This is an optimization exercise on Yosys and OpenROAD, whose aim is small area, a short achievable clock period and few clock cycles, not a production implementation.
Function was not checked in any run shown here: the RTL went through the layout flow alone.

### flow/run.sh
#!/bin/bash
# Layout flow: the standard ORFS flow (standard synthesis unchanged), with
# the port buffers that global placement inserts made plain buf_1 cells
# instead of the default delay buffers. Every port still gets its buffer.
set -euo pipefail
export BUFFER_PORTS_ARGS="-buffer_cell sky130_fd_sc_hd__buf_1"
bash standard.sh > standard.log 2>&1
### standard.sh
#!/bin/bash
# synth_recipe.tcl (not shown) runs the flow's synth.tcl, then flattens the netlist and writes it again
# the make line also repeats each setting of config.mk as NAME=value (left out here)
make -C /OpenROAD-flow-scripts/flow DESIGN_CONFIG=/design/flow/config.mk WORK_HOME=/design/flow/orfs CLKGATE_MAP_FILE= SYNTH_SCRIPT=/design/flow/synth_recipe.tcl "${@:-finish}"
### config.mk
export PLATFORM = sky130hd
export DESIGN_NAME = neuron_pe
export DESIGN_NICKNAME = neuron_pe
export VERILOG_FILES = /design/flow/design.v
export SDC_FILE = /design/flow/constraint.sdc
export NUM_CORES = 4
export LEC_CHECK = 0
export ABC_AREA = 1
export CAP_MARGIN = 20
export CORE_MARGIN = 2
export CORE_UTILIZATION = 40
export SLEW_MARGIN = 70
### constraint.sdc
create_clock -name core_clock -period 22.0 [get_ports {clk}]
set_input_delay 4.4000 -clock core_clock [delete_from_list [all_inputs] [get_ports {clk}]]
set_output_delay 4.4000 -clock core_clock [all_outputs]
set_load 0.01 [all_outputs]
### design.v
module neuron_pe #(
    parameter int N     = 6,
    parameter int BITS  = 16,
    parameter int FRAC  = 8
) (
    input  logic                  clk,
    input  logic                  rst_n,
    input  logic                  load_w,
    input  logic                  start,
    input  logic                  bp,
    input  logic [1:0]            act_sel,
    input  logic [N*BITS-1:0]     x,
    input  logic [N*BITS-1:0]     w,
    input  logic [BITS-1:0]       b,
    input  logic [BITS-1:0]       dz_in,
    input  logic [BITS-1:0]       w_in,
    input  logic [BITS-1:0]       lr,
    output logic                  busy,
    output logic                  done,
    output logic [BITS-1:0]       y,
    output logic [(N+1)*BITS-1:0] w_out
);
    typedef logic signed [15:0] word_t;
    function automatic word_t sadd_cs(input word_t a, input logic [23:0] p,
                                      input logic [23:0] r0,
                                      input logic [23:0] r1, input logic c8);
        logic [15:0] s;
        logic        ovf_p, ovf_s;
        word_t       r_ovf, r_nov;
        ovf_p = p[23:15] != {9{p[23]}};
        s     = a + r0[15:0] + r1[15:0] + {15'd0, c8};
        ovf_s = (a[15] == p[15]) && (s[15] != a[15]);
        r_nov = ovf_s ? {a[15], {15{~a[15]}}} : s;
        if (p[23])
            r_ovf = a[15] ? 16'sh8000 : (a ^ 16'sh8000);
        else
            r_ovf = a[15] ? (a + 16'sh7fff) : 16'sh7fff;
        sadd_cs = ovf_p ? r_ovf : r_nov;
    endfunction
    function automatic word_t act_gate(input logic [1:0] a, input logic neg,
                                       input word_t v);
        act_gate = v;
        if (neg && (a != 2'b00)) begin
            if (a == 2'b10)
                act_gate = v >>> 3;
            else
                act_gate = '0;
        end
    endfunction
    function automatic word_t mux1h7(input logic [6:0] s, input word_t d0,
                                     input word_t d1, input word_t d2,
                                     input word_t d3, input word_t d4,
                                     input word_t d5, input word_t d6);
        mux1h7 = ({16{s[0]}} & d0) | ({16{s[1]}} & d1) | ({16{s[2]}} & d2) |
                 ({16{s[3]}} & d3) | ({16{s[4]}} & d4) | ({16{s[5]}} & d5) |
                 ({16{s[6]}} & d6);
    endfunction
    logic         mode;        
    logic [4:0]   cnt;
    logic         zneg;
    logic [1:0]   act_r;
    word_t        store [0:6];
    word_t        xr    [0:5];
    word_t        lr_r;
    word_t        D;
    word_t        P;
    logic [23:0]  r0, r1;      
    logic         c8;
    logic [5:0]   sa_x;        
    logic         sa_p;        
    logic         sa_l;        
    logic [5:0]   sb_w;        
    logic         sb_d;        
    logic         sb_p;        
    logic         rot;         
    logic         s_d;         
    logic         s_b;         
    logic         f_acc;       
    logic         f_fin;       
    logic         b_g;         
    logic         b_t;         
    wire idle = ~busy;
    word_t opa, opb, prod, s_in1, sum;
    logic [23:0] p24;
    logic [23:0] n_r0, n_r1;
    logic        n_c8;
    always_comb begin
        opa = mux1h7({sa_l, sa_x}, xr[0], xr[1], xr[2], xr[3], xr[4], xr[5], lr_r)
            | ({16{sa_p}} & P);
        opb = mux1h7({sb_d, sb_w}, store[1], store[2], store[3], store[4],
                     store[5], store[6], D)
            | ({16{sb_p}} & P);
        s_in1 = ({16{s_b}} & store[0]) | ({16{s_d}} & D);
        p24 = r0 + r1 + {23'd0, c8};
        prod = (p24[23:15] != {9{p24[23]}}) ? {p24[23], {15{~p24[23]}}}
                                             : p24[15:0];
        sum = sadd_cs(s_in1, p24, r0, r1, c8);
    end
    np_pmul_s1 u_s1 (.a(opa), .b(opb), .r0(n_r0), .r1(n_r1), .c8(n_c8));
    logic       n_busy, n_mode, n_f, n_b;
    logic [4:0] n_cnt;
    always_comb begin
        if (idle) begin
            n_cnt  = '0;
            n_busy = start & ~load_w;
            n_mode = bp;
        end else begin
            n_cnt  = cnt + 5'd1;
            n_busy = ~done;
            n_mode = mode;
        end
        n_f = n_busy & ~n_mode;
        n_b = n_busy & n_mode;
    end
    logic [5:0] nb_x;
    logic       nb_ap, nb_al, nb_bd, nb_bp, nb_g, nb_t;
    logic       nb_u;
    always_comb begin
        nb_x  = '0;
        nb_ap = 1'b0; nb_al = 1'b0; nb_bd = 1'b0; nb_bp = 1'b0;
        nb_g  = 1'b0; nb_t  = 1'b0; nb_u  = 1'b0;
        case (n_cnt)
            5'd0:  begin nb_ap = 1'b1; nb_bd = 1'b1; end
            5'd1:  begin nb_g = 1'b1; end
            5'd2:  begin nb_al = 1'b1; nb_bd = 1'b1; end
            5'd3:  begin nb_x[0] = 1'b1; nb_bd = 1'b1; nb_u = 1'b1; end
            5'd4:  begin nb_x[1] = 1'b1; nb_bd = 1'b1; nb_t = 1'b1; end
            5'd5:  begin nb_al = 1'b1; nb_bp = 1'b1; nb_t = 1'b1; end
            5'd6:  begin nb_al = 1'b1; nb_bp = 1'b1; nb_u = 1'b1; end
            5'd7:  begin nb_x[2] = 1'b1; nb_bd = 1'b1; nb_u = 1'b1; end
            5'd8:  begin nb_x[3] = 1'b1; nb_bd = 1'b1; nb_t = 1'b1; end
            5'd9:  begin nb_al = 1'b1; nb_bp = 1'b1; nb_t = 1'b1; end
            5'd10: begin nb_al = 1'b1; nb_bp = 1'b1; nb_u = 1'b1; end
            5'd11: begin nb_x[4] = 1'b1; nb_bd = 1'b1; nb_u = 1'b1; end
            5'd12: begin nb_x[5] = 1'b1; nb_bd = 1'b1; nb_t = 1'b1; end
            5'd13: begin nb_al = 1'b1; nb_bp = 1'b1; nb_t = 1'b1; end
            5'd14: begin nb_al = 1'b1; nb_bp = 1'b1; nb_u = 1'b1; end
            5'd15: begin nb_u = 1'b1; end
            default: ;
        endcase
    end
    always_ff @(posedge clk or negedge rst_n) begin
        if (!rst_n) begin
            rot   <= 1'b0;
            f_fin <= 1'b0;
        end else begin
            rot   <= n_b && nb_u;
            f_fin <= n_f && n_cnt == 5'd6;
        end
    end
    always_ff @(posedge clk) begin
        for (int i = 0; i < 6; i++) begin
            sa_x[i] <= (n_f && n_cnt == 5'(i)) || (n_b && nb_x[i]);
            sb_w[i] <= n_f && n_cnt == 5'(i);
        end
        sa_p  <= n_b && nb_ap;
        sa_l  <= n_b && nb_al;
        sb_d  <= n_b && nb_bd;
        sb_p  <= n_b && nb_bp;
        s_d   <= n_f && n_cnt >= 5'd2;
        s_b   <= (n_f && n_cnt == 5'd1) || n_b;
        f_acc <= n_f && n_cnt >= 5'd1 && n_cnt <= 5'd5;
        b_g   <= n_b && nb_g;
        b_t   <= n_b && nb_t;
    end
    always_ff @(posedge clk) begin
        r0 <= n_r0;
        r1 <= n_r1;
        c8 <= n_c8;
        if (idle) begin
            for (int i = 0; i < 6; i++)
                xr[i] <= x[i*16 +: 16];
            lr_r  <= lr;
            act_r <= act_sel;
            D     <= dz_in;
            P     <= w_in;
        end else begin
            if (f_acc)
                D <= sum;
            else if (b_g)
                D <= act_gate(act_r, zneg, prod);
            if (b_t)
                P <= prod;
        end
    end
    always_ff @(posedge clk or negedge rst_n) begin
        if (!rst_n) begin
            busy <= 1'b0;
            done <= 1'b0;
            mode <= 1'b0;
            cnt  <= '0;
            zneg <= 1'b0;
            y    <= '0;
            for (int k = 0; k < 7; k++)
                store[k] <= '0;
        end else begin
            busy <= n_busy;
            mode <= n_mode;
            cnt  <= n_cnt;
            done <= f_fin || (busy && mode && cnt == 5'd15);
            if (f_fin) begin
                y    <= act_gate(act_r, sum[15], sum);
                zneg <= sum[15];
            end
            if (rot) begin
                for (int k = 0; k < 6; k++)
                    store[k] <= store[k + 1];
                store[6] <= sum;
            end
            if (idle && load_w) begin
                store[0] <= b;
                for (int i = 0; i < 6; i++)
                    store[i + 1] <= w[i*16 +: 16];
            end
        end
    end
    generate
        for (genvar k = 0; k <= 6; k++) begin : g_wout
            assign w_out[k*16 +: 16] = store[k];
        end
    endgenerate
endmodule
module np_pmul_s1 (
    input  logic [15:0] a,
    input  logic [15:0] b,
    output logic [23:0] r0,
    output logic [23:0] r1,
    output logic c8
);
    logic [16:0] bx;
    assign bx = {b, 1'b0};
    logic one0, two0, neg0;
    assign one0 = bx[1] ^ bx[0];
    assign two0 = (bx[2] & ~bx[1] & ~bx[0]) | (~bx[2] & bx[1] & bx[0]);
    assign neg0 = bx[2];
    logic [16:0] pp0;
    assign pp0[0] = ((one0 & a[0]) | (two0 & 1'b0)) ^ neg0;
    assign pp0[1] = ((one0 & a[1]) | (two0 & a[0])) ^ neg0;
    assign pp0[2] = ((one0 & a[2]) | (two0 & a[1])) ^ neg0;
    assign pp0[3] = ((one0 & a[3]) | (two0 & a[2])) ^ neg0;
    assign pp0[4] = ((one0 & a[4]) | (two0 & a[3])) ^ neg0;
    assign pp0[5] = ((one0 & a[5]) | (two0 & a[4])) ^ neg0;
    assign pp0[6] = ((one0 & a[6]) | (two0 & a[5])) ^ neg0;
    assign pp0[7] = ((one0 & a[7]) | (two0 & a[6])) ^ neg0;
    assign pp0[8] = ((one0 & a[8]) | (two0 & a[7])) ^ neg0;
    assign pp0[9] = ((one0 & a[9]) | (two0 & a[8])) ^ neg0;
    assign pp0[10] = ((one0 & a[10]) | (two0 & a[9])) ^ neg0;
    assign pp0[11] = ((one0 & a[11]) | (two0 & a[10])) ^ neg0;
    assign pp0[12] = ((one0 & a[12]) | (two0 & a[11])) ^ neg0;
    assign pp0[13] = ((one0 & a[13]) | (two0 & a[12])) ^ neg0;
    assign pp0[14] = ((one0 & a[14]) | (two0 & a[13])) ^ neg0;
    assign pp0[15] = ((one0 & a[15]) | (two0 & a[14])) ^ neg0;
    assign pp0[16] = ((one0 & a[15]) | (two0 & a[15])) ^ neg0;
    logic one1, two1, neg1;
    assign one1 = bx[3] ^ bx[2];
    assign two1 = (bx[4] & ~bx[3] & ~bx[2]) | (~bx[4] & bx[3] & bx[2]);
    assign neg1 = bx[4];
    logic [16:0] pp1;
    assign pp1[0] = ((one1 & a[0]) | (two1 & 1'b0)) ^ neg1;
    assign pp1[1] = ((one1 & a[1]) | (two1 & a[0])) ^ neg1;
    assign pp1[2] = ((one1 & a[2]) | (two1 & a[1])) ^ neg1;
    assign pp1[3] = ((one1 & a[3]) | (two1 & a[2])) ^ neg1;
    assign pp1[4] = ((one1 & a[4]) | (two1 & a[3])) ^ neg1;
    assign pp1[5] = ((one1 & a[5]) | (two1 & a[4])) ^ neg1;
    assign pp1[6] = ((one1 & a[6]) | (two1 & a[5])) ^ neg1;
    assign pp1[7] = ((one1 & a[7]) | (two1 & a[6])) ^ neg1;
    assign pp1[8] = ((one1 & a[8]) | (two1 & a[7])) ^ neg1;
    assign pp1[9] = ((one1 & a[9]) | (two1 & a[8])) ^ neg1;
    assign pp1[10] = ((one1 & a[10]) | (two1 & a[9])) ^ neg1;
    assign pp1[11] = ((one1 & a[11]) | (two1 & a[10])) ^ neg1;
    assign pp1[12] = ((one1 & a[12]) | (two1 & a[11])) ^ neg1;
    assign pp1[13] = ((one1 & a[13]) | (two1 & a[12])) ^ neg1;
    assign pp1[14] = ((one1 & a[14]) | (two1 & a[13])) ^ neg1;
    assign pp1[15] = ((one1 & a[15]) | (two1 & a[14])) ^ neg1;
    assign pp1[16] = ((one1 & a[15]) | (two1 & a[15])) ^ neg1;
    logic one2, two2, neg2;
    assign one2 = bx[5] ^ bx[4];
    assign two2 = (bx[6] & ~bx[5] & ~bx[4]) | (~bx[6] & bx[5] & bx[4]);
    assign neg2 = bx[6];
    logic [16:0] pp2;
    assign pp2[0] = ((one2 & a[0]) | (two2 & 1'b0)) ^ neg2;
    assign pp2[1] = ((one2 & a[1]) | (two2 & a[0])) ^ neg2;
    assign pp2[2] = ((one2 & a[2]) | (two2 & a[1])) ^ neg2;
    assign pp2[3] = ((one2 & a[3]) | (two2 & a[2])) ^ neg2;
    assign pp2[4] = ((one2 & a[4]) | (two2 & a[3])) ^ neg2;
    assign pp2[5] = ((one2 & a[5]) | (two2 & a[4])) ^ neg2;
    assign pp2[6] = ((one2 & a[6]) | (two2 & a[5])) ^ neg2;
    assign pp2[7] = ((one2 & a[7]) | (two2 & a[6])) ^ neg2;
    assign pp2[8] = ((one2 & a[8]) | (two2 & a[7])) ^ neg2;
    assign pp2[9] = ((one2 & a[9]) | (two2 & a[8])) ^ neg2;
    assign pp2[10] = ((one2 & a[10]) | (two2 & a[9])) ^ neg2;
    assign pp2[11] = ((one2 & a[11]) | (two2 & a[10])) ^ neg2;
    assign pp2[12] = ((one2 & a[12]) | (two2 & a[11])) ^ neg2;
    assign pp2[13] = ((one2 & a[13]) | (two2 & a[12])) ^ neg2;
    assign pp2[14] = ((one2 & a[14]) | (two2 & a[13])) ^ neg2;
    assign pp2[15] = ((one2 & a[15]) | (two2 & a[14])) ^ neg2;
    assign pp2[16] = ((one2 & a[15]) | (two2 & a[15])) ^ neg2;
    logic one3, two3, neg3;
    assign one3 = bx[7] ^ bx[6];
    assign two3 = (bx[8] & ~bx[7] & ~bx[6]) | (~bx[8] & bx[7] & bx[6]);
    assign neg3 = bx[8];
    logic [16:0] pp3;
    assign pp3[0] = ((one3 & a[0]) | (two3 & 1'b0)) ^ neg3;
    assign pp3[1] = ((one3 & a[1]) | (two3 & a[0])) ^ neg3;
    assign pp3[2] = ((one3 & a[2]) | (two3 & a[1])) ^ neg3;
    assign pp3[3] = ((one3 & a[3]) | (two3 & a[2])) ^ neg3;
    assign pp3[4] = ((one3 & a[4]) | (two3 & a[3])) ^ neg3;
    assign pp3[5] = ((one3 & a[5]) | (two3 & a[4])) ^ neg3;
    assign pp3[6] = ((one3 & a[6]) | (two3 & a[5])) ^ neg3;
    assign pp3[7] = ((one3 & a[7]) | (two3 & a[6])) ^ neg3;
    assign pp3[8] = ((one3 & a[8]) | (two3 & a[7])) ^ neg3;
    assign pp3[9] = ((one3 & a[9]) | (two3 & a[8])) ^ neg3;
    assign pp3[10] = ((one3 & a[10]) | (two3 & a[9])) ^ neg3;
    assign pp3[11] = ((one3 & a[11]) | (two3 & a[10])) ^ neg3;
    assign pp3[12] = ((one3 & a[12]) | (two3 & a[11])) ^ neg3;
    assign pp3[13] = ((one3 & a[13]) | (two3 & a[12])) ^ neg3;
    assign pp3[14] = ((one3 & a[14]) | (two3 & a[13])) ^ neg3;
    assign pp3[15] = ((one3 & a[15]) | (two3 & a[14])) ^ neg3;
    assign pp3[16] = ((one3 & a[15]) | (two3 & a[15])) ^ neg3;
    logic one4, two4, neg4;
    assign one4 = bx[9] ^ bx[8];
    assign two4 = (bx[10] & ~bx[9] & ~bx[8]) | (~bx[10] & bx[9] & bx[8]);
    assign neg4 = bx[10];
    logic [16:0] pp4;
    assign pp4[0] = ((one4 & a[0]) | (two4 & 1'b0)) ^ neg4;
    assign pp4[1] = ((one4 & a[1]) | (two4 & a[0])) ^ neg4;
    assign pp4[2] = ((one4 & a[2]) | (two4 & a[1])) ^ neg4;
    assign pp4[3] = ((one4 & a[3]) | (two4 & a[2])) ^ neg4;
    assign pp4[4] = ((one4 & a[4]) | (two4 & a[3])) ^ neg4;
    assign pp4[5] = ((one4 & a[5]) | (two4 & a[4])) ^ neg4;
    assign pp4[6] = ((one4 & a[6]) | (two4 & a[5])) ^ neg4;
    assign pp4[7] = ((one4 & a[7]) | (two4 & a[6])) ^ neg4;
    assign pp4[8] = ((one4 & a[8]) | (two4 & a[7])) ^ neg4;
    assign pp4[9] = ((one4 & a[9]) | (two4 & a[8])) ^ neg4;
    assign pp4[10] = ((one4 & a[10]) | (two4 & a[9])) ^ neg4;
    assign pp4[11] = ((one4 & a[11]) | (two4 & a[10])) ^ neg4;
    assign pp4[12] = ((one4 & a[12]) | (two4 & a[11])) ^ neg4;
    assign pp4[13] = ((one4 & a[13]) | (two4 & a[12])) ^ neg4;
    assign pp4[14] = ((one4 & a[14]) | (two4 & a[13])) ^ neg4;
    assign pp4[15] = ((one4 & a[15]) | (two4 & a[14])) ^ neg4;
    assign pp4[16] = ((one4 & a[15]) | (two4 & a[15])) ^ neg4;
    logic one5, two5, neg5;
    assign one5 = bx[11] ^ bx[10];
    assign two5 = (bx[12] & ~bx[11] & ~bx[10]) | (~bx[12] & bx[11] & bx[10]);
    assign neg5 = bx[12];
    logic [16:0] pp5;
    assign pp5[0] = ((one5 & a[0]) | (two5 & 1'b0)) ^ neg5;
    assign pp5[1] = ((one5 & a[1]) | (two5 & a[0])) ^ neg5;
    assign pp5[2] = ((one5 & a[2]) | (two5 & a[1])) ^ neg5;
    assign pp5[3] = ((one5 & a[3]) | (two5 & a[2])) ^ neg5;
    assign pp5[4] = ((one5 & a[4]) | (two5 & a[3])) ^ neg5;
    assign pp5[5] = ((one5 & a[5]) | (two5 & a[4])) ^ neg5;
    assign pp5[6] = ((one5 & a[6]) | (two5 & a[5])) ^ neg5;
    assign pp5[7] = ((one5 & a[7]) | (two5 & a[6])) ^ neg5;
    assign pp5[8] = ((one5 & a[8]) | (two5 & a[7])) ^ neg5;
    assign pp5[9] = ((one5 & a[9]) | (two5 & a[8])) ^ neg5;
    assign pp5[10] = ((one5 & a[10]) | (two5 & a[9])) ^ neg5;
    assign pp5[11] = ((one5 & a[11]) | (two5 & a[10])) ^ neg5;
    assign pp5[12] = ((one5 & a[12]) | (two5 & a[11])) ^ neg5;
    assign pp5[13] = ((one5 & a[13]) | (two5 & a[12])) ^ neg5;
    assign pp5[14] = ((one5 & a[14]) | (two5 & a[13])) ^ neg5;
    assign pp5[15] = ((one5 & a[15]) | (two5 & a[14])) ^ neg5;
    assign pp5[16] = ((one5 & a[15]) | (two5 & a[15])) ^ neg5;
    logic one6, two6, neg6;
    assign one6 = bx[13] ^ bx[12];
    assign two6 = (bx[14] & ~bx[13] & ~bx[12]) | (~bx[14] & bx[13] & bx[12]);
    assign neg6 = bx[14];
    logic [16:0] pp6;
    assign pp6[0] = ((one6 & a[0]) | (two6 & 1'b0)) ^ neg6;
    assign pp6[1] = ((one6 & a[1]) | (two6 & a[0])) ^ neg6;
    assign pp6[2] = ((one6 & a[2]) | (two6 & a[1])) ^ neg6;
    assign pp6[3] = ((one6 & a[3]) | (two6 & a[2])) ^ neg6;
    assign pp6[4] = ((one6 & a[4]) | (two6 & a[3])) ^ neg6;
    assign pp6[5] = ((one6 & a[5]) | (two6 & a[4])) ^ neg6;
    assign pp6[6] = ((one6 & a[6]) | (two6 & a[5])) ^ neg6;
    assign pp6[7] = ((one6 & a[7]) | (two6 & a[6])) ^ neg6;
    assign pp6[8] = ((one6 & a[8]) | (two6 & a[7])) ^ neg6;
    assign pp6[9] = ((one6 & a[9]) | (two6 & a[8])) ^ neg6;
    assign pp6[10] = ((one6 & a[10]) | (two6 & a[9])) ^ neg6;
    assign pp6[11] = ((one6 & a[11]) | (two6 & a[10])) ^ neg6;
    assign pp6[12] = ((one6 & a[12]) | (two6 & a[11])) ^ neg6;
    assign pp6[13] = ((one6 & a[13]) | (two6 & a[12])) ^ neg6;
    assign pp6[14] = ((one6 & a[14]) | (two6 & a[13])) ^ neg6;
    assign pp6[15] = ((one6 & a[15]) | (two6 & a[14])) ^ neg6;
    assign pp6[16] = ((one6 & a[15]) | (two6 & a[15])) ^ neg6;
    logic one7, two7, neg7;
    assign one7 = bx[15] ^ bx[14];
    assign two7 = (bx[16] & ~bx[15] & ~bx[14]) | (~bx[16] & bx[15] & bx[14]);
    assign neg7 = bx[16];
    logic [16:0] pp7;
    assign pp7[0] = ((one7 & a[0]) | (two7 & 1'b0)) ^ neg7;
    assign pp7[1] = ((one7 & a[1]) | (two7 & a[0])) ^ neg7;
    assign pp7[2] = ((one7 & a[2]) | (two7 & a[1])) ^ neg7;
    assign pp7[3] = ((one7 & a[3]) | (two7 & a[2])) ^ neg7;
    assign pp7[4] = ((one7 & a[4]) | (two7 & a[3])) ^ neg7;
    assign pp7[5] = ((one7 & a[5]) | (two7 & a[4])) ^ neg7;
    assign pp7[6] = ((one7 & a[6]) | (two7 & a[5])) ^ neg7;
    assign pp7[7] = ((one7 & a[7]) | (two7 & a[6])) ^ neg7;
    assign pp7[8] = ((one7 & a[8]) | (two7 & a[7])) ^ neg7;
    assign pp7[9] = ((one7 & a[9]) | (two7 & a[8])) ^ neg7;
    assign pp7[10] = ((one7 & a[10]) | (two7 & a[9])) ^ neg7;
    assign pp7[11] = ((one7 & a[11]) | (two7 & a[10])) ^ neg7;
    assign pp7[12] = ((one7 & a[12]) | (two7 & a[11])) ^ neg7;
    assign pp7[13] = ((one7 & a[13]) | (two7 & a[12])) ^ neg7;
    assign pp7[14] = ((one7 & a[14]) | (two7 & a[13])) ^ neg7;
    assign pp7[15] = ((one7 & a[15]) | (two7 & a[14])) ^ neg7;
    assign pp7[16] = ((one7 & a[15]) | (two7 & a[15])) ^ neg7;
    logic t1;
    logic t2;
    assign t1 = pp0[10] ^ pp1[8];
    assign t2 = pp0[10] & pp1[8];
    logic t3;
    logic t4;
    assign t3 = pp0[11] ^ pp1[9];
    assign t4 = pp0[11] & pp1[9];
    logic t5;
    logic t6;
    assign t5 = pp0[12] ^ pp1[10] ^ pp2[8];
    assign t6 = (pp0[12] & pp1[10]) | (pp0[12] & pp2[8]) | (pp1[10] & pp2[8]);
    logic t7;
    logic t8;
    assign t7 = pp3[6] ^ pp4[4];
    assign t8 = pp3[6] & pp4[4];
    logic t9;
    logic t10;
    assign t9 = pp0[13] ^ pp1[11] ^ pp2[9];
    assign t10 = (pp0[13] & pp1[11]) | (pp0[13] & pp2[9]) | (pp1[11] & pp2[9]);
    logic t11;
    logic t12;
    assign t11 = pp3[7] ^ pp4[5];
    assign t12 = pp3[7] & pp4[5];
    logic t13;
    logic t14;
    assign t13 = pp0[14] ^ pp1[12] ^ pp2[10];
    assign t14 = (pp0[14] & pp1[12]) | (pp0[14] & pp2[10]) | (pp1[12] & pp2[10]);
    logic t15;
    logic t16;
    assign t15 = pp3[8] ^ pp4[6] ^ pp5[4];
    assign t16 = (pp3[8] & pp4[6]) | (pp3[8] & pp5[4]) | (pp4[6] & pp5[4]);
    logic t17;
    logic t18;
    assign t17 = pp6[2] ^ pp7[0];
    assign t18 = pp6[2] & pp7[0];
    logic t19;
    logic t20;
    assign t19 = pp0[15] ^ pp1[13] ^ pp2[11];
    assign t20 = (pp0[15] & pp1[13]) | (pp0[15] & pp2[11]) | (pp1[13] & pp2[11]);
    logic t21;
    logic t22;
    assign t21 = pp3[9] ^ pp4[7] ^ pp5[5];
    assign t22 = (pp3[9] & pp4[7]) | (pp3[9] & pp5[5]) | (pp4[7] & pp5[5]);
    logic t23;
    logic t24;
    assign t23 = pp6[3] ^ pp7[1];
    assign t24 = pp6[3] & pp7[1];
    logic t25;
    logic t26;
    assign t25 = ~pp0[16] ^ pp1[14] ^ pp2[12];
    assign t26 = (~pp0[16] & pp1[14]) | (~pp0[16] & pp2[12]) | (pp1[14] & pp2[12]);
    logic t27;
    logic t28;
    assign t27 = pp3[10] ^ pp4[8] ^ pp5[6];
    assign t28 = (pp3[10] & pp4[8]) | (pp3[10] & pp5[6]) | (pp4[8] & pp5[6]);
    logic t29;
    logic t30;
    assign t29 = pp6[4] ^ pp7[2] ^ 1'b1;
    assign t30 = (pp6[4] & pp7[2]) | (pp6[4] & 1'b1) | (pp7[2] & 1'b1);
    logic t31;
    logic t32;
    assign t31 = pp1[15] ^ pp2[13] ^ pp3[11];
    assign t32 = (pp1[15] & pp2[13]) | (pp1[15] & pp3[11]) | (pp2[13] & pp3[11]);
    logic t33;
    logic t34;
    assign t33 = pp4[9] ^ pp5[7] ^ pp6[5];
    assign t34 = (pp4[9] & pp5[7]) | (pp4[9] & pp6[5]) | (pp5[7] & pp6[5]);
    logic t35;
    logic t36;
    assign t35 = pp7[3] ^ 1'b1;
    assign t36 = pp7[3] & 1'b1;
    logic t37;
    logic t38;
    assign t37 = ~pp1[16] ^ pp2[14] ^ pp3[12];
    assign t38 = (~pp1[16] & pp2[14]) | (~pp1[16] & pp3[12]) | (pp2[14] & pp3[12]);
    logic t39;
    logic t40;
    assign t39 = pp4[10] ^ pp5[8] ^ pp6[6];
    assign t40 = (pp4[10] & pp5[8]) | (pp4[10] & pp6[6]) | (pp5[8] & pp6[6]);
    logic t41;
    logic t42;
    assign t41 = pp2[15] ^ pp3[13] ^ pp4[11];
    assign t42 = (pp2[15] & pp3[13]) | (pp2[15] & pp4[11]) | (pp3[13] & pp4[11]);
    logic t43;
    logic t44;
    assign t43 = pp5[9] ^ pp6[7];
    assign t44 = pp5[9] & pp6[7];
    logic t45;
    logic t46;
    assign t45 = ~pp2[16] ^ pp3[14] ^ pp4[12];
    assign t46 = (~pp2[16] & pp3[14]) | (~pp2[16] & pp4[12]) | (pp3[14] & pp4[12]);
    logic t47;
    logic t48;
    assign t47 = pp3[15] ^ pp4[13];
    assign t48 = pp3[15] & pp4[13];
    logic t49;
    logic t50;
    assign t49 = pp0[6] ^ pp1[4];
    assign t50 = pp0[6] & pp1[4];
    logic t51;
    logic t52;
    assign t51 = pp0[7] ^ pp1[5];
    assign t52 = pp0[7] & pp1[5];
    logic t53;
    logic t54;
    assign t53 = pp0[8] ^ pp1[6] ^ pp2[4];
    assign t54 = (pp0[8] & pp1[6]) | (pp0[8] & pp2[4]) | (pp1[6] & pp2[4]);
    logic t55;
    logic t56;
    assign t55 = pp3[2] ^ pp4[0];
    assign t56 = pp3[2] & pp4[0];
    logic t57;
    logic t58;
    assign t57 = pp0[9] ^ pp1[7] ^ pp2[5];
    assign t58 = (pp0[9] & pp1[7]) | (pp0[9] & pp2[5]) | (pp1[7] & pp2[5]);
    logic t59;
    logic t60;
    assign t59 = pp3[3] ^ pp4[1];
    assign t60 = pp3[3] & pp4[1];
    logic t61;
    logic t62;
    assign t61 = t1 ^ pp2[6] ^ pp3[4];
    assign t62 = (t1 & pp2[6]) | (t1 & pp3[4]) | (pp2[6] & pp3[4]);
    logic t63;
    logic t64;
    assign t63 = pp4[2] ^ pp5[0] ^ neg5;
    assign t64 = (pp4[2] & pp5[0]) | (pp4[2] & neg5) | (pp5[0] & neg5);
    logic t65;
    logic t66;
    assign t65 = t2 ^ t3 ^ pp2[7];
    assign t66 = (t2 & t3) | (t2 & pp2[7]) | (t3 & pp2[7]);
    logic t67;
    logic t68;
    assign t67 = pp3[5] ^ pp4[3] ^ pp5[1];
    assign t68 = (pp3[5] & pp4[3]) | (pp3[5] & pp5[1]) | (pp4[3] & pp5[1]);
    logic t69;
    logic t70;
    assign t69 = t4 ^ t5 ^ t7;
    assign t70 = (t4 & t5) | (t4 & t7) | (t5 & t7);
    logic t71;
    logic t72;
    assign t71 = pp5[2] ^ pp6[0] ^ neg6;
    assign t72 = (pp5[2] & pp6[0]) | (pp5[2] & neg6) | (pp6[0] & neg6);
    logic t73;
    logic t74;
    assign t73 = t6 ^ t8 ^ t9;
    assign t74 = (t6 & t8) | (t6 & t9) | (t8 & t9);
    logic t75;
    logic t76;
    assign t75 = t11 ^ pp5[3] ^ pp6[1];
    assign t76 = (t11 & pp5[3]) | (t11 & pp6[1]) | (pp5[3] & pp6[1]);
    logic t77;
    logic t78;
    assign t77 = t10 ^ t12 ^ t13;
    assign t78 = (t10 & t12) | (t10 & t13) | (t12 & t13);
    logic t79;
    logic t80;
    assign t79 = t15 ^ t17 ^ neg7;
    assign t80 = (t15 & t17) | (t15 & neg7) | (t17 & neg7);
    logic t81;
    logic t82;
    assign t81 = t14 ^ t16 ^ t18;
    assign t82 = (t14 & t16) | (t14 & t18) | (t16 & t18);
    logic t83;
    logic t84;
    assign t83 = t19 ^ t21 ^ t23;
    assign t84 = (t19 & t21) | (t19 & t23) | (t21 & t23);
    logic t85;
    logic t86;
    assign t85 = t20 ^ t22 ^ t24;
    assign t86 = (t20 & t22) | (t20 & t24) | (t22 & t24);
    logic t87;
    logic t88;
    assign t87 = t25 ^ t27 ^ t29;
    assign t88 = (t25 & t27) | (t25 & t29) | (t27 & t29);
    logic t89;
    logic t90;
    assign t89 = t26 ^ t28 ^ t30;
    assign t90 = (t26 & t28) | (t26 & t30) | (t28 & t30);
    logic t91;
    logic t92;
    assign t91 = t31 ^ t33 ^ t35;
    assign t92 = (t31 & t33) | (t31 & t35) | (t33 & t35);
    logic t93;
    logic t94;
    assign t93 = t32 ^ t34 ^ t36;
    assign t94 = (t32 & t34) | (t32 & t36) | (t34 & t36);
    logic t95;
    logic t96;
    assign t95 = t37 ^ t39 ^ pp7[4];
    assign t96 = (t37 & t39) | (t37 & pp7[4]) | (t39 & pp7[4]);
    logic t97;
    logic t98;
    assign t97 = t38 ^ t40 ^ t41;
    assign t98 = (t38 & t40) | (t38 & t41) | (t40 & t41);
    logic t99;
    logic t100;
    assign t99 = t43 ^ pp7[5] ^ 1'b1;
    assign t100 = (t43 & pp7[5]) | (t43 & 1'b1) | (pp7[5] & 1'b1);
    logic t101;
    logic t102;
    assign t101 = t42 ^ t44 ^ t45;
    assign t102 = (t42 & t44) | (t42 & t45) | (t44 & t45);
    logic t103;
    logic t104;
    assign t103 = pp5[10] ^ pp6[8] ^ pp7[6];
    assign t104 = (pp5[10] & pp6[8]) | (pp5[10] & pp7[6]) | (pp6[8] & pp7[6]);
    logic t105;
    logic t106;
    assign t105 = t46 ^ t47 ^ pp5[11];
    assign t106 = (t46 & t47) | (t46 & pp5[11]) | (t47 & pp5[11]);
    logic t107;
    logic t108;
    assign t107 = pp6[9] ^ pp7[7] ^ 1'b1;
    assign t108 = (pp6[9] & pp7[7]) | (pp6[9] & 1'b1) | (pp7[7] & 1'b1);
    logic t109;
    logic t110;
    assign t109 = t48 ^ ~pp3[16] ^ pp4[14];
    assign t110 = (t48 & ~pp3[16]) | (t48 & pp4[14]) | (~pp3[16] & pp4[14]);
    logic t111;
    logic t112;
    assign t111 = pp5[12] ^ pp6[10] ^ pp7[8];
    assign t112 = (pp5[12] & pp6[10]) | (pp5[12] & pp7[8]) | (pp6[10] & pp7[8]);
    logic t113;
    logic t114;
    assign t113 = pp4[15] ^ pp5[13] ^ pp6[11];
    assign t114 = (pp4[15] & pp5[13]) | (pp4[15] & pp6[11]) | (pp5[13] & pp6[11]);
    logic t115;
    logic t116;
    assign t115 = pp7[9] ^ 1'b1;
    assign t116 = pp7[9] & 1'b1;
    logic t117;
    logic t118;
    assign t117 = ~pp4[16] ^ pp5[14] ^ pp6[12];
    assign t118 = (~pp4[16] & pp5[14]) | (~pp4[16] & pp6[12]) | (pp5[14] & pp6[12]);
    logic t119;
    logic t120;
    assign t119 = pp5[15] ^ pp6[13];
    assign t120 = pp5[15] & pp6[13];
    logic t121;
    logic t122;
    assign t121 = pp0[4] ^ pp1[2];
    assign t122 = pp0[4] & pp1[2];
    logic t123;
    logic t124;
    assign t123 = pp0[5] ^ pp1[3];
    assign t124 = pp0[5] & pp1[3];
    logic t125;
    logic t126;
    assign t125 = t49 ^ pp2[2] ^ pp3[0];
    assign t126 = (t49 & pp2[2]) | (t49 & pp3[0]) | (pp2[2] & pp3[0]);
    logic t127;
    logic t128;
    assign t127 = t50 ^ t51 ^ pp2[3];
    assign t128 = (t50 & t51) | (t50 & pp2[3]) | (t51 & pp2[3]);
    logic t129;
    logic t130;
    assign t129 = t52 ^ t53 ^ t55;
    assign t130 = (t52 & t53) | (t52 & t55) | (t53 & t55);
    logic t131;
    logic t132;
    assign t131 = t54 ^ t56 ^ t57;
    assign t132 = (t54 & t56) | (t54 & t57) | (t56 & t57);
    logic t133;
    logic t134;
    assign t133 = t58 ^ t60 ^ t61;
    assign t134 = (t58 & t60) | (t58 & t61) | (t60 & t61);
    logic t135;
    logic t136;
    assign t135 = t62 ^ t64 ^ t65;
    assign t136 = (t62 & t64) | (t62 & t65) | (t64 & t65);
    logic t137;
    logic t138;
    assign t137 = t66 ^ t68 ^ t69;
    assign t138 = (t66 & t68) | (t66 & t69) | (t68 & t69);
    logic t139;
    logic t140;
    assign t139 = t70 ^ t72 ^ t73;
    assign t140 = (t70 & t72) | (t70 & t73) | (t72 & t73);
    logic t141;
    logic t142;
    assign t141 = t74 ^ t76 ^ t77;
    assign t142 = (t74 & t76) | (t74 & t77) | (t76 & t77);
    logic t143;
    logic t144;
    assign t143 = t78 ^ t80 ^ t81;
    assign t144 = (t78 & t80) | (t78 & t81) | (t80 & t81);
    logic t145;
    logic t146;
    assign t145 = t82 ^ t84 ^ t85;
    assign t146 = (t82 & t84) | (t82 & t85) | (t84 & t85);
    logic t147;
    logic t148;
    assign t147 = t86 ^ t88 ^ t89;
    assign t148 = (t86 & t88) | (t86 & t89) | (t88 & t89);
    logic t149;
    logic t150;
    assign t149 = t90 ^ t92 ^ t93;
    assign t150 = (t90 & t92) | (t90 & t93) | (t92 & t93);
    logic t151;
    logic t152;
    assign t151 = t94 ^ t96 ^ t97;
    assign t152 = (t94 & t96) | (t94 & t97) | (t96 & t97);
    logic t153;
    logic t154;
    assign t153 = t98 ^ t100 ^ t101;
    assign t154 = (t98 & t100) | (t98 & t101) | (t100 & t101);
    logic t155;
    logic t156;
    assign t155 = t102 ^ t104 ^ t105;
    assign t156 = (t102 & t104) | (t102 & t105) | (t104 & t105);
    logic t157;
    logic t158;
    assign t157 = t106 ^ t108 ^ t109;
    assign t158 = (t106 & t108) | (t106 & t109) | (t108 & t109);
    logic t159;
    logic t160;
    assign t159 = t110 ^ t112 ^ t113;
    assign t160 = (t110 & t112) | (t110 & t113) | (t112 & t113);
    logic t161;
    logic t162;
    assign t161 = t114 ^ t116 ^ t117;
    assign t162 = (t114 & t116) | (t114 & t117) | (t116 & t117);
    logic t163;
    logic t164;
    assign t163 = t118 ^ t119 ^ pp7[11];
    assign t164 = (t118 & t119) | (t118 & pp7[11]) | (t119 & pp7[11]);
    logic t165;
    logic t166;
    assign t165 = t120 ^ ~pp5[16] ^ pp6[14];
    assign t166 = (t120 & ~pp5[16]) | (t120 & pp6[14]) | (~pp5[16] & pp6[14]);
    logic t167;
    logic t168;
    assign t167 = pp6[15] ^ pp7[13];
    assign t168 = pp6[15] & pp7[13];
    logic t169;
    logic t170;
    assign t169 = pp0[2] ^ pp1[0];
    assign t170 = pp0[2] & pp1[0];
    logic t171;
    logic t172;
    assign t171 = pp0[3] ^ pp1[1];
    assign t172 = pp0[3] & pp1[1];
    logic t173;
    logic t174;
    assign t173 = t121 ^ pp2[0] ^ neg2;
    assign t174 = (t121 & pp2[0]) | (t121 & neg2) | (pp2[0] & neg2);
    logic t175;
    logic t176;
    assign t175 = t122 ^ t123 ^ pp2[1];
    assign t176 = (t122 & t123) | (t122 & pp2[1]) | (t123 & pp2[1]);
    logic t177;
    logic t178;
    assign t177 = t124 ^ t125 ^ neg3;
    assign t178 = (t124 & t125) | (t124 & neg3) | (t125 & neg3);
    logic t179;
    logic t180;
    assign t179 = t126 ^ t127 ^ pp3[1];
    assign t180 = (t126 & t127) | (t126 & pp3[1]) | (t127 & pp3[1]);
    logic t181;
    logic t182;
    assign t181 = t128 ^ t129 ^ neg4;
    assign t182 = (t128 & t129) | (t128 & neg4) | (t129 & neg4);
    logic t183;
    logic t184;
    assign t183 = t130 ^ t131 ^ t59;
    assign t184 = (t130 & t131) | (t130 & t59) | (t131 & t59);
    logic t185;
    logic t186;
    assign t185 = t132 ^ t133 ^ t63;
    assign t186 = (t132 & t133) | (t132 & t63) | (t133 & t63);
    logic t187;
    logic t188;
    assign t187 = t134 ^ t135 ^ t67;
    assign t188 = (t134 & t135) | (t134 & t67) | (t135 & t67);
    logic t189;
    logic t190;
    assign t189 = t136 ^ t137 ^ t71;
    assign t190 = (t136 & t137) | (t136 & t71) | (t137 & t71);
    logic t191;
    logic t192;
    assign t191 = t138 ^ t139 ^ t75;
    assign t192 = (t138 & t139) | (t138 & t75) | (t139 & t75);
    logic t193;
    logic t194;
    assign t193 = t140 ^ t141 ^ t79;
    assign t194 = (t140 & t141) | (t140 & t79) | (t141 & t79);
    logic t195;
    logic t196;
    assign t195 = t142 ^ t143 ^ t83;
    assign t196 = (t142 & t143) | (t142 & t83) | (t143 & t83);
    logic t197;
    logic t198;
    assign t197 = t144 ^ t145 ^ t87;
    assign t198 = (t144 & t145) | (t144 & t87) | (t145 & t87);
    logic t199;
    logic t200;
    assign t199 = t146 ^ t147 ^ t91;
    assign t200 = (t146 & t147) | (t146 & t91) | (t147 & t91);
    logic t201;
    logic t202;
    assign t201 = t148 ^ t149 ^ t95;
    assign t202 = (t148 & t149) | (t148 & t95) | (t149 & t95);
    logic t203;
    logic t204;
    assign t203 = t150 ^ t151 ^ t99;
    assign t204 = (t150 & t151) | (t150 & t99) | (t151 & t99);
    logic t205;
    logic t206;
    assign t205 = t152 ^ t153 ^ t103;
    assign t206 = (t152 & t153) | (t152 & t103) | (t153 & t103);
    logic t207;
    logic t208;
    assign t207 = t154 ^ t155 ^ t107;
    assign t208 = (t154 & t155) | (t154 & t107) | (t155 & t107);
    logic t209;
    logic t210;
    assign t209 = t156 ^ t157 ^ t111;
    assign t210 = (t156 & t157) | (t156 & t111) | (t157 & t111);
    logic t211;
    logic t212;
    assign t211 = t158 ^ t159 ^ t115;
    assign t212 = (t158 & t159) | (t158 & t115) | (t159 & t115);
    logic t213;
    logic t214;
    assign t213 = t160 ^ t161 ^ pp7[10];
    assign t214 = (t160 & t161) | (t160 & pp7[10]) | (t161 & pp7[10]);
    logic t215;
    logic t216;
    assign t215 = t162 ^ t163 ^ 1'b1;
    assign t216 = (t162 & t163) | (t162 & 1'b1) | (t163 & 1'b1);
    logic t217;
    logic t218;
    assign t217 = t164 ^ t165 ^ pp7[12];
    assign t218 = (t164 & t165) | (t164 & pp7[12]) | (t165 & pp7[12]);
    logic t219;
    logic t220;
    assign t219 = t166 ^ t167 ^ 1'b1;
    assign t220 = (t166 & t167) | (t166 & 1'b1) | (t167 & 1'b1);
    logic t221;
    logic t222;
    assign t221 = t168 ^ ~pp6[16] ^ pp7[14];
    assign t222 = (t168 & ~pp6[16]) | (t168 & pp7[14]) | (~pp6[16] & pp7[14]);
    logic t223;
    logic t224;
    assign t223 = pp7[15] ^ 1'b1;
    assign t224 = pp7[15] & 1'b1;
    logic [31:0] s0, s1;
    logic [8:0] lo;
    assign s0 = {1'b1, t224, t222, t220, t218, t216, t214, t212, t210, t208, t206, t204, t202, t200, t198, t196, t194, t192, t190, t188, t186, t184, t182, t180, t178, t176, t174, t172, t170, t169, pp0[1], pp0[0]};
    assign s1 = {1'b0, ~pp7[16], t223, t221, t219, t217, t215, t213, t211, t209, t207, t205, t203, t201, t199, t197, t195, t193, t191, t189, t187, t185, t183, t181, t179, t177, t175, t173, t171, neg1, 1'b0, neg0};
    assign lo = {1'b0, s0[7:0]} + {1'b0, s1[7:0]};
    assign r0 = s0[31:8];
    assign r1 = s1[31:8];
    assign c8 = lo[8];
endmodule
==> results of run 1 <==
-- layer usage --
metal | up-vias | track usage | routed length (um)
met5 | - | 0 | 26
met4 | 4 | 0.0920 | 3000
met3 | 197 | 0.0561 | 7820
met2 | 1102 | 0.448 | 39800
met1 | 10500 | 0.399 | 37400
li1 | 10100 | - | -
-- Yosys cell counts (10+ instances only) --
master / number / area (um^2)
o21ai_0: 60 / 300
nor3_1: 19 / 95.1
fa_1: 101 / 2020
inv_1: 453 / 1700
xnor2_1: 19 / 166
nand4_1: 21 / 131
xor2_1: 134 / 1170
inv_2: 11 / 41.3
a221oi_1: 15 / 131
a21oi_1: 63 / 315
clkbuf_1: 86 / 323
buf_2: 30 / 150
o211ai_1: 27 / 203
edfxtp_1: 146 / 4380
dfrtp_1: 139 / 3480
ha_1: 74 / 926
buf_4: 10 / 75.1
nor2_1: 110 / 413
dfxtp_1: 68 / 1360
o22ai_1: 162 / 1010
nand3_1: 131 / 656
o221ai_1: 87 / 762
nand2_1: 744 / 2790
o21ai_1: 10 / 50.1
-- registers in the layout (all words and copies together), names as in the netlist, 2 cells and up --
name / cells
r1: 23
store: 112
sa_x: 6
cnt: 5
xr: 96
sb_w: 6
D: 16
y: 16
lr_r: 16
act_r: 2
r0: 23
P: 16
-- worst reg2reg max path: cells and delay by family (launching register included) --
family | cells | cell delay, ns
adder cells (fa/ha/maj) | 4 | 1.99
AO/OA/AOI/OAI | 2 | 0.39
flip-flops | 1 | 0.34
AND/OR/NAND/NOR | 3 | 1.03
buffers and inverters | 7 | 1.32
XOR/XNOR | 1 | 0.17
-- through the flow --
stage,hold WS [ns]
6_report,0.481
5_1_grt,0.503
4_1_cts,0.486
3_5_place_dp,0.468
3_3_place_gp,0.466
2_1_floorplan,0.464
-- how the worst min path moves through the flow --
stage | cells past startpoint | from | endpoint | slack (ns)
detailed placement | 2 | y[8]$_DFFE_PN0P_ | y[8]$_DFFE_PN0P_ | 0.47
CTS | 2 | y[4]$_DFFE_PN0P_ | y[4]$_DFFE_PN0P_ | 0.49
finish | 2 | y[4]$_DFFE_PN0P_ | y[4]$_DFFE_PN0P_ | 0.48
global placement | 2 | y[4]$_DFFE_PN0P_ | y[4]$_DFFE_PN0P_ | 0.47
global route | 2 | y[8]$_DFFE_PN0P_ | y[8]$_DFFE_PN0P_ | 0.50
floorplan | 1 | act_r[0]$_DFFE_PN_ | y[15]$_DFFE_PN0P_ | 0.46
-- layout make-up --
cell class,count,share of cell area
Multi-Input combinational cell,1866,0.441
Sequential cell,353,0.335
Timing Repair Buffer,457,0.0760
Inverter,468,0.0645
Clock buffer,54,0.0411
Tap cell,765,0.0347
Clock inverter,19,0.00771
-- kinds of logic (layout without fill, tap and decap cells) --
| logic type | Yosys count | after routing | synth area share |
|---|---|---|---|
| adders and majority gates | 175 | 175 | 0.126 |
| and+or+nand+nor | 1064 | 1064 | 0.188 |
| AOI/OAI and AO/OA | 474 | 474 | 0.136 |
| xor gates and xnor gates | 153 | 153 | 0.0571 |
| DFF | 353 | 353 | 0.393 |
| buffers and inverters | 603 | 998 | 0.100 |
==> results by group, run 1 <==
STA
  – Worst Max-Slew Pin Slew: 0.475 ns
  – Setup TNS: 0 ns
  – RSZ-0062 raised after global routing: false
  – Ratio of final minimum period to clock period: 0.262
  – Setup Skew: 0.0437 ns
  – Fmax: 174 MHz
  – Final Hold Viols: 0
  – Slew headroom: 0.682
  – Fin. max-slew vios: 0
  – Setup Viol. Count Final: 0
  – Worst setup margin: 16.24 ns
  – Min Tclk post-route: 5.76 ns

Global route
  – Initial antenna violation count: 2
  – Largest net degree at the start of global routing: 59
  – Gr usage total: 0.287
  – Vias in the first global route: 21,100
  – Global-route wire length before repair: 131,000 um
  – Gr ovfl total: 0

Synth
  – Async set or reset register ratio after synthesis: 0.394
  – Primary FF master, synth: edfxtp_1
  – Cell Area, Synth: 23,500 um^2
  – Synth cell types: 57
  – Synthesis-stage register bit count: 353
  – Yosys warning count: 3
  – EDFF count, synth: 146
  – Post-Syn Nets: 3,260
  – Sequential area share after synthesis: 0.393
  – Syn avg cell area: 8.32 um^2
  – Syn Inst Count: 2,822

Clock tree
  – H-tree depth: 2
  – Hold buffer count at cts: 0
  – Skew-Pair Late Insertion Delay: 0.58 ns
  – Number of setup buffers added after CTS: 0
  – Clock Tree Root: clkbuf_16
  – Num CTS Buffers: 41
  – CTS clk-pin slew, worst paths: 0.06 ns
  – Clk sink count: 353
  – CTS tree: done
  – Max Root-Sink Buffers: 3
  – Post-CTS Resized: 0

Worst setup path
  – Slowest stage cell, crit path: inv_2
  – Worst path top cell family by delay: buffers and inverters
  – Endpoint class of the critical path: flop
  – Worst setup path start: load_w
  – Worst-path fanout max: 48
  – CP Data Required Time: 22.42 ns
  – R2R cell count: 17
  – Reg2reg end: r1[12]$_DFF_P_
  – Worst R2R Setup Slack: 16.59 ns
  – CP bufs+invs: 5
  – Critical R2R Launch: sb_w[1]$_DFF_P_
  – CP endpoint: store[2][12]$_DFFE_PN0P_
  – Stages on worst setup path: 8
  – CP Data Arrival Time: 6.18 ns
  – Slowest stage delay, CP: 0.31 ns
  – Kind of start point of the critical path: primary input
  – CP Class: primary input to flop
  – Cells along the critical path: buf_1 > inv_1 > nor2_4 > nor2_2 > inv_2 > buf_8 > buf_12 > o221ai_1

Run
  – # Max-Cap Violations: 0

Layout
  – Fin cells: 3,982
  – Finished Core Util: 0.476
  – Area Growth Syn to Fin: 17.5%
  – Final #Nets: 3,625
  – Ant. Diodes: 0
  – Most frequent cells in the layout: nand2_1, inv_1, buf_1
  – Final Cell Area: 27,600 um^2
  – FF+latch area: 9230 um^2
  – Share of cells above drive strength 1: 0.0734
  – Filler cell count: 5,799
  – Area of the multi-input gates: 12,200 um^2
  – Commonest non-fill, non-tap cell in the layout: nand2_1

Floorplanning
  – Ports: 393
  – Initial Util: 0.406
  – Cell row count: 88
  – Core area: 57,900 um^2
  – Chip width: 246 um
  – Die height: 246 um
  – Die Area: 60,700 um^2

Placement
  – IO Port Bufs: 392
  – Dpl hpwl: 69,700 um
  – Gpl congestion: 0.941
  – Placed Area: 26,200 um^2
  – # placed instances: 3,906
  – Pre-CTS WS: 15.67 ns

Routing
  – Residual DRC: 0
  – Avg WL per Cell: 22.1 um
  – Via density per instance: 5.49
  – Initial DRC Count: 2,220
  – Total Routed Length: 88,100 um
  – Vias: 21,900
  – First drt pass iteration count: 8
  – ANT nets after route: 0

Outcome
  – Status: no timing/DRC/antenna violations

Worst hold path
  – Class of the worst hold path: flop to flop
==> inputs of run 2 (changes only) <==
--- a/design.v
+++ b/design.v
@@ -21,21 +21,13 @@
     output logic [(N+1)*BITS-1:0] w_out
 );
     typedef logic signed [15:0] word_t;
-    function automatic word_t sadd_cs(input word_t a, input logic [23:0] p,
-                                      input logic [23:0] r0,
-                                      input logic [23:0] r1, input logic c8);
-        logic [15:0] s;
-        logic        ovf_p, ovf_s;
-        word_t       r_ovf, r_nov;
-        ovf_p = p[23:15] != {9{p[23]}};
-        s     = a + r0[15:0] + r1[15:0] + {15'd0, c8};
-        ovf_s = (a[15] == p[15]) && (s[15] != a[15]);
-        r_nov = ovf_s ? {a[15], {15{~a[15]}}} : s;
-        if (p[23])
-            r_ovf = a[15] ? 16'sh8000 : (a ^ 16'sh8000);
+    function automatic word_t sadd(input word_t a, input word_t c);
+        logic signed [16:0] s;
+        s = {a[15], a} + {c[15], c};
+        if (s[16] != s[15])
+            sadd = {s[16], {15{~s[16]}}};
         else
-            r_ovf = a[15] ? (a + 16'sh7fff) : 16'sh7fff;
-        sadd_cs = ovf_p ? r_ovf : r_nov;
+            sadd = s[15:0];
     endfunction
     function automatic word_t act_gate(input logic [1:0] a, input logic neg,
                                        input word_t v);
@@ -64,8 +56,9 @@
     word_t        lr_r;
     word_t        D;
     word_t        P;
-    logic [23:0]  r0, r1;      
-    logic         c8;
+    logic [15:0]  r0, r1;      
+    logic [7:0]   plo;         
+    logic         c16;
     logic [5:0]   sa_x;        
     logic         sa_p;        
     logic         sa_l;        
@@ -81,9 +74,9 @@
     logic         b_t;         
     wire idle = ~busy;
     word_t opa, opb, prod, s_in1, sum;
-    logic [23:0] p24;
-    logic [23:0] n_r0, n_r1;
-    logic        n_c8;
+    logic [15:0] n_r0, n_r1;
+    logic [7:0]  n_plo;
+    logic        n_c16;
     always_comb begin
         opa = mux1h7({sa_l, sa_x}, xr[0], xr[1], xr[2], xr[3], xr[4], xr[5], lr_r)
             | ({16{sa_p}} & P);
@@ -91,12 +84,11 @@
                      store[5], store[6], D)
             | ({16{sb_p}} & P);
         s_in1 = ({16{s_b}} & store[0]) | ({16{s_d}} & D);
-        p24 = r0 + r1 + {23'd0, c8};
-        prod = (p24[23:15] != {9{p24[23]}}) ? {p24[23], {15{~p24[23]}}}
-                                             : p24[15:0];
-        sum = sadd_cs(s_in1, p24, r0, r1, c8);
+        sum = sadd(s_in1, prod);
     end
-    np_pmul_s1 u_s1 (.a(opa), .b(opb), .r0(n_r0), .r1(n_r1), .c8(n_c8));
+    np_pmul_s1 u_s1 (.a(opa), .b(opb), .r0(n_r0), .r1(n_r1), .plo(n_plo),
+                     .c16(n_c16));
+    np_pmul_s2 u_s2 (.r0(r0), .r1(r1), .plo(plo), .c16(c16), .y(prod));
     logic       n_busy, n_mode, n_f, n_b;
     logic [4:0] n_cnt;
     always_comb begin
@@ -166,7 +158,8 @@
     always_ff @(posedge clk) begin
         r0 <= n_r0;
         r1 <= n_r1;
-        c8 <= n_c8;
+        plo <= n_plo;
+        c16 <= n_c16;
         if (idle) begin
             for (int i = 0; i < 6; i++)
                 xr[i] <= x[i*16 +: 16];
@@ -202,16 +195,16 @@
                 y    <= act_gate(act_r, sum[15], sum);
                 zneg <= sum[15];
             end
-            if (rot) begin
-                for (int k = 0; k < 6; k++)
-                    store[k] <= store[k + 1];
-                store[6] <= sum;
-            end
             if (idle && load_w) begin
                 store[0] <= b;
                 for (int i = 0; i < 6; i++)
                     store[i + 1] <= w[i*16 +: 16];
             end
+            if (rot) begin
+                for (int k = 0; k < 6; k++)
+                    store[k] <= store[k + 1];
+                store[6] <= sum;
+            end
         end
     end
     generate
@@ -223,9 +216,10 @@
 module np_pmul_s1 (
     input  logic [15:0] a,
     input  logic [15:0] b,
-    output logic [23:0] r0,
-    output logic [23:0] r1,
-    output logic c8
+    output logic [15:0] r0,
+    output logic [15:0] r1,
+    output logic [7:0] plo,
+    output logic c16
 );
     logic [16:0] bx;
     assign bx = {b, 1'b0};
@@ -854,11 +848,25 @@
     assign t223 = pp7[15] ^ 1'b1;
     assign t224 = pp7[15] & 1'b1;
     logic [31:0] s0, s1;
-    logic [8:0] lo;
+    logic [16:0] lo;
     assign s0 = {1'b1, t224, t222, t220, t218, t216, t214, t212, t210, t208, t206, t204, t202, t200, t198, t196, t194, t192, t190, t188, t186, t184, t182, t180, t178, t176, t174, t172, t170, t169, pp0[1], pp0[0]};
     assign s1 = {1'b0, ~pp7[16], t223, t221, t219, t217, t215, t213, t211, t209, t207, t205, t203, t201, t199, t197, t195, t193, t191, t189, t187, t185, t183, t181, t179, t177, t175, t173, t171, neg1, 1'b0, neg0};
-    assign lo = {1'b0, s0[7:0]} + {1'b0, s1[7:0]};
-    assign r0 = s0[31:8];
-    assign r1 = s1[31:8];
-    assign c8 = lo[8];
+    assign lo = {1'b0, s0[15:0]} + {1'b0, s1[15:0]};
+    assign r0 = s0[31:16];
+    assign r1 = s1[31:16];
+    assign plo = lo[15:8];
+    assign c16 = lo[16];
+endmodule
+module np_pmul_s2 (
+    input  logic [15:0] r0,
+    input  logic [15:0] r1,
+    input  logic [7:0]  plo,
+    input  logic        c16,
+    output logic [15:0] y
+);
+    logic [23:0] p;
+    assign p[7:0]  = plo;
+    assign p[23:8] = r0 + r1 + {15'd0, c16};
+    wire ovf = ~((&p[23:15]) | ~(|p[23:15]));
+    assign y = ovf ? {p[23], {15{~p[23]}}} : p[15:0];
 endmodule
--- a/config.mk
+++ b/config.mk
@@ -9,4 +9,6 @@
 export CAP_MARGIN = 20
 export CORE_MARGIN = 2
 export CORE_UTILIZATION = 40
+export CTS_CLUSTER_DIAMETER = 80
+export CTS_CLUSTER_SIZE = 30
 export SLEW_MARGIN = 70
==> run 2 against run 1 <==
  * Non-clock buffer count shrank 14
  * Global-route usage down 0.40 points
  * Cell area is 6.4% lower
  * Worst hold slack gained 0.034 ns
  * Sequential cell count shrank 8
  * Still clean on timing, DRC and antenna
  * Setup slack got worse by 0.58 ns
  * Cell count is 5.9% lower
  * Synthesized cell count shrank 6.4%
==> results by group, run 2 <==
STA
  – Worst Max-Slew Pin Slew: 0.471 ns (-0.00382 ns)
  – Ratio of final minimum period to clock period: 0.288 (+0.0265)
  – Setup TNS: 0 ns (unchanged)
  – Slew headroom: 0.682 (about the same)
  – Fmax: 158 MHz (-9.2%)
  – Fin. max-slew vios: 0 (unchanged)
  – RSZ-0062 raised after global routing: false
  – Final Hold Viols: 0 (unchanged)
  – Min Tclk post-route: 6.34 ns (+0.583 ns)
  – Setup Viol. Count Final: 0 (unchanged)
  – Setup Skew: 0.0348 ns (-0.00886 ns)
  – Worst hold slack: 0.515 ns (+0.0342 ns)

Synth
  – Cell with the most instances after synthesis: nand2_1
  – EDFF count, synth: 146 (unchanged)
  – Async set or reset register ratio after synthesis: 0.403 (+0.00913)
  – Cell Area, Synth: 22,300 um^2 (-5.2%)
  – Primary FF master, synth: edfxtp_1
  – Area contributors post-synth: edfxtp_1, dfrtp_1, nand2_1
  – Post-Syn Nets: 3,065 (-6.0%)
  – Synth cell types: 55 (-3.5%)
  – Yosys warning count: 3 (unchanged)
  – Synth top area share: 0.197 (+0.0102)
  – Synthesis-stage register bit count: 345 (-2.3%)
  – Syn Inst Count: 2,642 (-6.4%)
  – Syn avg cell area: 8.43 um^2 (+1.3%)
  – Commonest cells post-synth: nand2_1, inv_1, o22ai_1
  – Sequential area share after synthesis: 0.407 (+0.0143)
  – Dominant cell type by area after synthesis: edfxtp_1

Worst setup path
  – Worst-path fanout max: 19 (-60%)
  – Slowest stage delay, CP: 0.56 ns (+0.25 ns)
  – CP Data Required Time: 22.52 ns (+0.10 ns)
  – Slowest stage cell, crit path: fa_1
  – CP bufs+invs: 6 (+1)
  – Cells along the critical path: clkinv_1 > o22ai_1 > nor3_4 > buf_2 > clkinv_2 > nor2_1 > inv_1 > nand2_2 > o22ai_1 > xor2_1 > fa_1 > inv_1 > fa_1 > inv_1 > fa_1 > fa_1 > ha_1 > a21oi_1 > o21ai_0 > a21oi_1 > xor2_1
  – Endpoint class of the critical path: flop
  – Worst path top cell family by delay: adder cells
  – Kind of start point of the critical path: flop
  – CP Class: flop to flop
  – Cell mode on critical path: fa_1
  – CP Data Arrival Time: 6.86 ns (+0.68 ns)

Layout
  – Filler cell count: 5,584 (-3.7%)
  – Commonest non-fill, non-tap cell in the layout: nand2_1
  – Finished Core Util: 0.468 (-0.00787)
  – Share of cells above drive strength 1: 0.0691 (-0.00429)
  – Most frequent cells in the layout: nand2_1, buf_1, inv_1
  – Area Growth Syn to Fin: 15.9%
  – Top Registers: store x112, xr x96
  – Max FFs per register: 112 (unchanged)
  – Area of the multi-input gates: 11,600 um^2 (-4.7%)
  – Largest Register: store
  – FF+latch area: 9090 um^2 (-1.5%)
  – Final #Nets: 3,402 (-6.2%)

Floorplanning
  – Ports: 393 (unchanged)
  – Chip width: 240 um (-2.6%)
  – Die height: 240 um (-2.6%)
  – Core area: 55,100 um^2 (-4.9%)
  – Cell row count: 86 (-2.3%)
  – Die Area: 57,600 um^2 (-5.1%)
  – Initial Util: 0.404 (-0.00139)

Placement
  – Dpl hpwl: 64,800 um (-7.0%)
  – Gpl congestion: 1.00 (+6.5%)
  – IO Port Bufs: 392 (unchanged)

Clock tree
  – CTS tree: done
  – Post-CTS Resized: 0 (unchanged)
  – Number of setup buffers added after CTS: 0 (unchanged)
  – Num CTS Buffers: 24 (-41%)
  – Clock Tree Root: clkbuf_16
  – Max Root-Sink Buffers: 3 (unchanged)
  – H-tree depth: 1 (-1)
  – Skew-Pair Late Insertion Delay: 0.60 ns (+0.02 ns)
  – Hold buffer count at cts: 0 (unchanged)
  – Clk sink count: 345 (-2.3%)
  – CTS clk-pin slew, worst paths: 0.09 ns (+0.03 ns)

Routing
  – ANT nets after route: 0 (unchanged)
  – Residual DRC: 0 (unchanged)
  – Via density per instance: 5.48 (-0.23%)
  – Vias: 20,500 (-6.1%)
  – Initial DRC Count: 2,122 (-4.4%)
  – First drt pass iteration count: 6 (-2)
  – Avg WL per Cell: 21.9 um (-0.99%)
  – Total Routed Length: 82,100 um (-6.8%)

Worst hold path
  – Class of the worst hold path: flop to flop

Global route
  – Largest net degree at the start of global routing: 87 (+47%)
  – Initial antenna violation count: 7 (+5)
  – Gr usage total: 0.282 (-0.00403)
  – Global-route wire length before repair: 122,000 um (-6.6%)
  – Vias in the first global route: 19,900 (-5.8%)
  – Gr ovfl total: 0 (unchanged)

Outcome
  – Status: no timing/DRC/antenna violations

Run
  – # Max-Cap Violations: 0 (unchanged)
[run 2: cell families (layout without fill, tap and decap cells)]
kind of cell	after synthesis	after routing	synth area share
buffers and inverters	470	825	0.0843
AOI/OAI and AO/OA	488	488	0.138
DFF	345	345	0.407
and+or+nand+nor	1032	1032	0.193
adders and majority gates	160	160	0.119
xor gates and xnor gates	147	147	0.0587
other	0	3	0
[run 2: metal layers]
layer | global-route usage | up-vias | routed length, um
li1 | - | 9475 | -
met1 | 0.392 | 9941 | 35100
met2 | 0.437 | 959 | 36700
met3 | 0.0615 | 165 | 7290
met4 | 0.0954 | 8 | 2930
met5 | 0 | - | 51
[run 2: layout make-up]
class / instances / area share
Tap cell: 748 / 0.0363
Timing Repair Buffer: 443 / 0.0772
Sequential cell: 345 / 0.352
Inverter: 338 / 0.0501
Clock buffer: 27 / 0.0237
Antenna cell: 3 / 0.000291
Clock inverter: 17 / 0.0105
Multi-Input combinational cell: 1827 / 0.450
[run 2: worst paths after layout]
| kind | from | endpoint | slack, ns | cells past startpoint |
|---|---|---|---|---|
| min reg2reg | y[7]$_DFFE_PN0P_ | y[7]$_DFFE_PN0P_ | 0.52 | 2 |
| min in group asynchronous | rst_n | y[13]$_DFFE_PN0P_ | 3.70 | 1 |
| max | sb_w[0]$_DFF_P_ | plo[6]$_DFF_P_ | 15.66 | 21 |
| max in group asynchronous | rst_n | store[6][14]$_DFFE_PN0P_ | 17.37 | 3 |
| min | y[7]$_DFFE_PN0P_ | y[7]$_DFFE_PN0P_ | 0.52 | 2 |
| max reg2reg | sb_w[0]$_DFF_P_ | plo[6]$_DFF_P_ | 15.66 | 21 |
[run 2: worst min-delay path, cell delays in order, from the launching register on]
cell	delay [ns]
dfrtp_1	0.34
nor2_1	0.04
nor2_1	0.09
[run 2: per-stage QoR]
| step | instances | cell area (um^2) | setup WS (ns) |
|---|---|---|---|
| finish | 3748 | 25800 | 15.66 |
| global route | 3746 | 25800 | 15.24 |
| CTS | 3738 | 25700 | 15.71 |
| detailed placement | 3694 | 24800 | 15.80 |
| global placement | 3680 | 24400 | 15.44 |
| floorplan | 2642 | 22300 | 16.45 |

==> what the ideal ports hide <==
No port has a modelled driver above. Below, the same layouts with a new extraction and two added sets of constraints.
Step 1, drivers: a clkbuf_16 drives clk and a buf_2 each remaining input, both assumed.
Step 2 moves the port delays by t, midway between the first and last clock arrival at a register: inputs arrive t later, outputs are due t later. That takes back most of the time a late clock gives input paths.
a / b / c = ideal / step 1 / step 2; a / b = the first two.
run | t (ns) | slack for setup (ns) | worst setup path after step 2
run 1 | 0.621 | 16.242 / 16.243 / 15.658 | input to register
run 2 | 0.646 | 15.659 / 15.659 / 15.659 | register to register
After both steps setup and hold are still met in every run listed. The setup slack of run 1, which loses most, moves by +0.001 ns with the drivers and by -0.584 ns with both steps.
